This design comes from an exercise in tuning for small area on the open sky130 flow, not from production work. Only simulation tests tie the RTL to the original design; equivalence was not proved. Power figures rest on the tool's default switching activity, not on a simulated workload.

==> inputs of run B <==
Design trafficGenerator, start of the top module:
module trafficGenerator
(
	input logic update,
	input logic rst,
	input logic moveTick,
	input logic [9:0] xCount,
	input logic [9:0] yCount,
	output logic [115-1:0] traffic
);
	localparam [3:0] NONE = 4'd7;
	logic [9:0] ph1;
	logic [8:0] ph2;
	logic oddCar;
	logic spd2, left;
	assign spd2 = (yCount >= 10'd96 && yCount < 10'd160) || (yCount >= 10'd192 && yCount < 10'd224)
		|| (yCount >= 10'd296 && yCount < 10'd320) || (yCount >= 10'd344 && yCount < 10'd416);
	assign left = (yCount >= 10'd120 && yCount < 10'd224) || yCount >= 10'd320;
	logic [3:0] laneCode;
	always_comb
	begin
		laneCode = NONE;
		if (yCount > 10'd74 && yCount < 10'd91) laneCode = 4'd0;
		if (yCount > 10'd99 && yCount < 10'd116) laneCode = 4'd8;
		if (yCount > 10'd124 && yCount < 10'd141) laneCode = 4'd9;
		if (yCount > 10'd174 && yCount < 10'd191) laneCode = 4'd1;
		if (yCount > 10'd199 && yCount < 10'd216) laneCode = 4'd10;
		if (yCount > 10'd224 && yCount < 10'd241) laneCode = 4'd2;
		if (yCount > 10'd274 && yCount < 10'd291) laneCode = 4'd3;
		if (yCount > 10'd299 && yCount < 10'd316) laneCode = oddCar ? 4'd15 : 4'd14;
		if (yCount > 10'd324 && yCount < 10'd341) laneCode = 4'd4;
		if (yCount > 10'd349 && yCount < 10'd366) laneCode = 4'd11;
		if (yCount > 10'd399 && yCount < 10'd416) laneCode = 4'd12;
  ...
==> flow/config.mk <==
export PLATFORM = sky130hd
export DESIGN_NAME = trafficGenerator
export DESIGN_NICKNAME = trafficGenerator
export VERILOG_FILES = /design/flow/design.v
export SDC_FILE = /design/flow/constraint.sdc
export NUM_CORES = 4
export LEC_CHECK = 0
export ABC_AREA = 1
export CAP_MARGIN = 10
export CORE_MARGIN = 2
export CORE_UTILIZATION = 50
export CTS_BUF_LIST = sky130_fd_sc_hd__clkbuf_8
export CTS_CLUSTER_DIAMETER = 200
export CTS_CLUSTER_SIZE = 50
export SLEW_MARGIN = 10
==> flow/constraint.sdc <==
create_clock -name core_clock -period 5.0 [get_ports {update}]
set_input_delay 1.0000 -clock core_clock [delete_from_list [all_inputs] [get_ports {update}]]
set_output_delay 1.0000 -clock core_clock [all_outputs]
set_load 0.01 [all_outputs]
standard.sh (not shown) runs the stock make flow with config.mk's settings and CLKGATE_MAP_FILE= SYNTH_SCRIPT=/design/flow/synth_recipe.tcl, a recipe that flattens the netlist after the stock synthesis.
==> flow/flow/run.sh <==
#!/bin/bash
# The standard layout (as standard.sh runs it) with these changes:
#  - synthesis maps the logic with ABC's area script flow/area.abc (flow/synth.tcl),
#  - ports are buffered with sky130_fd_sc_hd__buf_1 instead of the flow's pick,
#  - after the floorplan, the constant outputs share one tie cell (flow/merge_ties.tcl).
# Each tool's output goes to a log here (make.log, merge_ties.log, write_def.log);
# ORFS's own logs stay under orfs/logs.
set -euo pipefail
W=$PWD
export AREA_ABC_SCRIPT=$W/flow/area.abc
export BUFFER_PORTS_ARGS="-buffer_cell sky130_fd_sc_hd__buf_1"
# one clock cluster, no dummy loads
export CTS_ARGS="-sink_clustering_enable -repair_clock_nets -buf_list sky130_fd_sc_hd__clkbuf_8 -sink_clustering_size 50 -sink_clustering_max_diameter 500 -dont_use_dummy_load -sink_clustering_levels 1"
R=$W/orfs/results/$FLOW_PLATFORM/trafficGenerator/base
orfs() {
  make -C "$FLOW_HOME" DESIGN_CONFIG="$W/config.mk" WORK_HOME="$W/orfs" CLKGATE_MAP_FILE= \
    SYNTH_SCRIPT="$W/flow/synth.tcl" "$@"
}
orfs floorplan > "$W/make_floorplan.log" 2>&1
TIE_ODB=$R/2_floorplan.odb openroad -no_init -exit "$W/flow/merge_ties.tcl" > "$W/merge_ties.log" 2>&1
orfs finish > "$W/make.log" 2>&1
: # left out here: write the final layout as DEF
==> flow/flow/area.abc <==
strash
&get -n
&fraig -x
&put
scorr
dc2
balance
rewrite
refactor
balance
rewrite
rewrite -z
balance
refactor -z
rewrite -z
balance
dc2
strash
&get -n
&dch -f
&nf -R 1000 -p
&put
==> flow/flow/merge_ties.tcl <==
# Drive all constant outputs from one tie cell: the floorplan gives each constant
# load a tie cell of its own.
read_db $::env(TIE_ODB)
set block [ord::get_db_block]
set keep {}
set merged 0
foreach inst [$block getInsts] {
  if {[[$inst getMaster] getName] ne "sky130_fd_sc_hd__conb_1"} { continue }
  set hiTerm [$inst findITerm HI]
  set loTerm [$inst findITerm LO]
  if {[$hiTerm getNet] ne "NULL" || [$loTerm getNet] eq "NULL"} { continue }
  set net [$loTerm getNet]
  if {$keep eq {}} { set keep $net; continue }
  foreach it [$net getITerms] {
    if {[$it getInst] eq $inst} { continue }
    $it disconnect
    $it connect $keep
  }
  foreach bt [$net getBTerms] {
    $bt disconnect
    $bt connect $keep
  }
  $loTerm disconnect
  odb::dbInst_destroy $inst
  odb::dbNet_destroy $net
  incr merged
}
if {$keep ne {}} { puts "merged $merged tie cells into [$keep getName]" }
write_db $::env(TIE_ODB)
==> flow/flow/synth.tcl <==
# The standard flow's synthesis script (synth_recipe.tcl) with one change: ABC maps the logic
# with the area script in area.abc instead of the flow's own script.
proc synth {args} { yosys synth -nofsm -noshare {*}$args }
proc abc {args} {
  set out {}
  set skip 0
  foreach a $args {
    if {$skip} { set skip 0; continue }
    if {$a eq "-script" || $a eq "-D"} { set skip 1; continue }
    lappend out $a
  }
  yosys abc -script $::env(AREA_ABC_SCRIPT) {*}$out
}
source $::env(SCRIPTS_DIR)/synth.tcl
# left out here: clear keep_hierarchy, flatten, clean up, hide names made inside functions, write 1_2_yosys.v
==> inputs of run P, as changes to run B <==
==> flow/flow/run.sh (replaced) <==
#!/bin/bash
# The standard layout (as standard.sh runs it) with two changes:
#  - synthesis maps the logic with ABC's area script flow/area.abc (flow/synth.tcl),
#  - ports are buffered with sky130_fd_sc_hd__buf_1 instead of the flow's pick.
# Every tool's output goes to make.log here; ORFS's own logs stay under orfs/logs.
set -euo pipefail
W=$PWD
export AREA_ABC_SCRIPT=$W/flow/area.abc
export BUFFER_PORTS_ARGS="-buffer_cell sky130_fd_sc_hd__buf_1"
make -C "$FLOW_HOME" DESIGN_CONFIG="$W/config.mk" WORK_HOME="$W/orfs" CLKGATE_MAP_FILE= \
  SYNTH_SCRIPT="$W/flow/synth.tcl" finish > "$W/make.log" 2>&1
R=$W/orfs/results/$FLOW_PLATFORM/trafficGenerator/base
: # left out here: write the final layout as DEF
==> flow/flow/area.abc (replaced) <==
strash
&get -n
&fraig -x
&put
scorr
dc2
strash
&get -n
&dch -f
&nf -R 1000
&put
--- a/flow/config.mk
+++ b/flow/config.mk
@@ -10,6 +10,4 @@
 export CORE_MARGIN = 2
 export CORE_UTILIZATION = 50
-export CTS_BUF_LIST = sky130_fd_sc_hd__clkbuf_8
-export CTS_CLUSTER_DIAMETER = 200
-export CTS_CLUSTER_SIZE = 50
+export CTS_BUF_LIST = sky130_fd_sc_hd__clkbuf_4
 export SLEW_MARGIN = 10
removed: flow/flow/merge_ties.tcl
==> inputs of run H, as changes to run B <==
--- a/flow/flow/run.sh
+++ b/flow/flow/run.sh
@@ -10,6 +10,4 @@
 export AREA_ABC_SCRIPT=$W/flow/area.abc
 export BUFFER_PORTS_ARGS="-buffer_cell sky130_fd_sc_hd__buf_1"
-# one clock cluster, no dummy loads
-export CTS_ARGS="-sink_clustering_enable -repair_clock_nets -buf_list sky130_fd_sc_hd__clkbuf_8 -sink_clustering_size 50 -sink_clustering_max_diameter 500 -dont_use_dummy_load -sink_clustering_levels 1"
 R=$W/orfs/results/$FLOW_PLATFORM/trafficGenerator/base
 orfs() {
--- a/flow/config.mk
+++ b/flow/config.mk
@@ -13,3 +13,4 @@
 export CTS_CLUSTER_DIAMETER = 200
 export CTS_CLUSTER_SIZE = 50
+export PLACE_DENSITY = 0.75
 export SLEW_MARGIN = 10
==> inputs of run M, as changes to run B <==
==> flow/run.sh (new file) <==
#!/bin/bash
# synth_recipe.tcl (not shown) runs the flow's synth.tcl, then flattens the netlist and writes it again
# the make line also repeats each setting of config.mk as NAME=value (left out here)
make -C /OpenROAD-flow-scripts/flow DESIGN_CONFIG=/design/flow/config.mk WORK_HOME=/design/flow/orfs CLKGATE_MAP_FILE= SYNTH_SCRIPT=/design/flow/synth_recipe.tcl finish
==> flow/config.mk (replaced) <==
export PLATFORM = sky130hd
export DESIGN_NAME = trafficGenerator
export DESIGN_NICKNAME = trafficGenerator
export VERILOG_FILES = /design/flow/design.v
export SDC_FILE = /design/flow/constraint.sdc
export NUM_CORES = 4
export LEC_CHECK = 0
export ABC_AREA = 1
export CAP_MARGIN = 20
export CORE_MARGIN = 2
export CORE_UTILIZATION = 40
export SLEW_MARGIN = 20
removed: flow/flow/run.sh
removed: flow/flow/area.abc
removed: flow/flow/merge_ties.tcl
removed: flow/flow/synth.tcl
removed: flow/standard.sh
==> comparison <==
- Against run H, the clock skew of run M is lower by 0.0065 ns.
- Core utilization: run H > run P > run B > run M.
- Register-to-register slack is about the same in run P and run H.
- Setup slack, highest first: run P, run M, run H, run B.
- The lowest wire length belongs to run B, the highest to run M.
- Sequential share of layout area, highest first: run B, run H, run P, run M.
- Combinational power, lowest first: run B, run H, run M, run P.
- Between run H and run B, the lower via count is in run B (gap about 3.6%, measured against run B).
- Of run P and run H, run P has the higher die area (gap 2.0%, measured against run H).
- Area after synthesis: run P is larger than run H (2.1%).
==> figures <==
| quantity | run H | run M | run B | run P |
|---|---|---|---|---|
| Part of the cycle the worst path needs | 0.962 | 0.959 | 0.967 | 0.956 |
| Met3 wire length | 1.23 mm | 1.17 mm | 1.16 mm | 1.27 mm |
| Run status | timing/DRC/antenna clean | timing/DRC/antenna clean | timing/DRC/antenna clean | timing/DRC/antenna clean |
| Maximum fanout along the worst path | 9 | 5 | 8 | 7 |
| Dpl cell area | 5070 um^2 | 6620 um^2 | 5010 um^2 | 5280 um^2 |
| Net total in the final layout | 828 | 1,138 | 820 | 881 |
| Worst ir drop on vdd | 0.233 mV | 0.235 mV | 0.267 mV | 0.388 mV |
| Most frequent standard cell in the layout excluding fill and tap cells | nor2_1 | nand2_1 | nor2_1 | nor2_1 |
| Fraction of final layout cells with drive strength greater than 1 | 0.0670 | 0.0764 | 0.0523 | 0.0663 |
| Fraction of area in multi-input gates | 0.679 | 0.586 | 0.692 | 0.691 |
| Antenna diode instance count | 0 | 0 | 0 | 1 |
| Part of the power in registers | 0.148 | 0.142 | 0.157 | 0.137 |
| Cell Int Power | 1.11 mW | 1.17 mW | 1.08 mW | 1.20 mW |
| Largest area contributor in the netlist | dfxtp_1 | nand2_1 | dfxtp_1 | dfxtp_1 |
| Reported combinational group power | 2.08 mW | 2.12 mW | 2.00 mW | 2.37 mW |
| Power per unit of standard cell area | 519 nW/um^2 | 414 nW/um^2 | 503 nW/um^2 | 541 nW/um^2 |
| RR Startpoint | ph1[1] | ph2[0] | ph2[0] | ph2[0] |
| Signal arrival time at the worst endpoint | 3.81 ns | 3.79 ns | 3.84 ns | 3.78 ns |
| Wire length of the first global-routing pass | 25.8 mm | 30.8 mm | 23.8 mm | 25.7 mm |
| Fmax achieved | 0.208 GHz | 0.209 GHz | 0.207 GHz | 0.209 GHz |
| Post-synthesis adder-cell area fraction | 0.0869 | 0.0725 | 0.0869 | 0.0851 |

[separate check: timing with driven ports]
No port has a modelled driver above. Below, the same layouts with a new extraction and two added sets of constraints.
Step 1 sets driving cells, clkbuf_16 on the clock port and buf_2 on the other inputs (assumed; they add their load-dependent delay and slew).
Step 2 adds t to the input delays and takes it off the output delays; t is the mean of the earliest and latest rising clock arrival at the registers after step 1. Input paths then give back, and output paths get back, about the clock's delay inside the block.
a / b / c = ideal / step 1 / step 2; a / b = the first two.
| run | shift t [ns] | slack for setup (ns) | worst setup path at the end | latest minus earliest clock arrival (ns) | worst slew at a driven data input, ns |
|---|---|---|---|---|---|
| run B | 0.308 | 0.165 / 0.132 / 0.365 | input to register | 0.024 / 0.025 | 0.04 |
| run P | 0.379 | 0.221 / 0.187 / 0.248 | input to register | 0.011 / 0.012 | 0.04 |
| run H | 0.331 | 0.191 / 0.160 / 0.317 | input to register | 0.012 / 0.012 | 0.04 |
| run M | 0.309 | 0.207 / 0.170 / 0.479 | register to output | 0.005 / 0.006 | 0.03 |
After both steps every run listed still meets setup and hold.
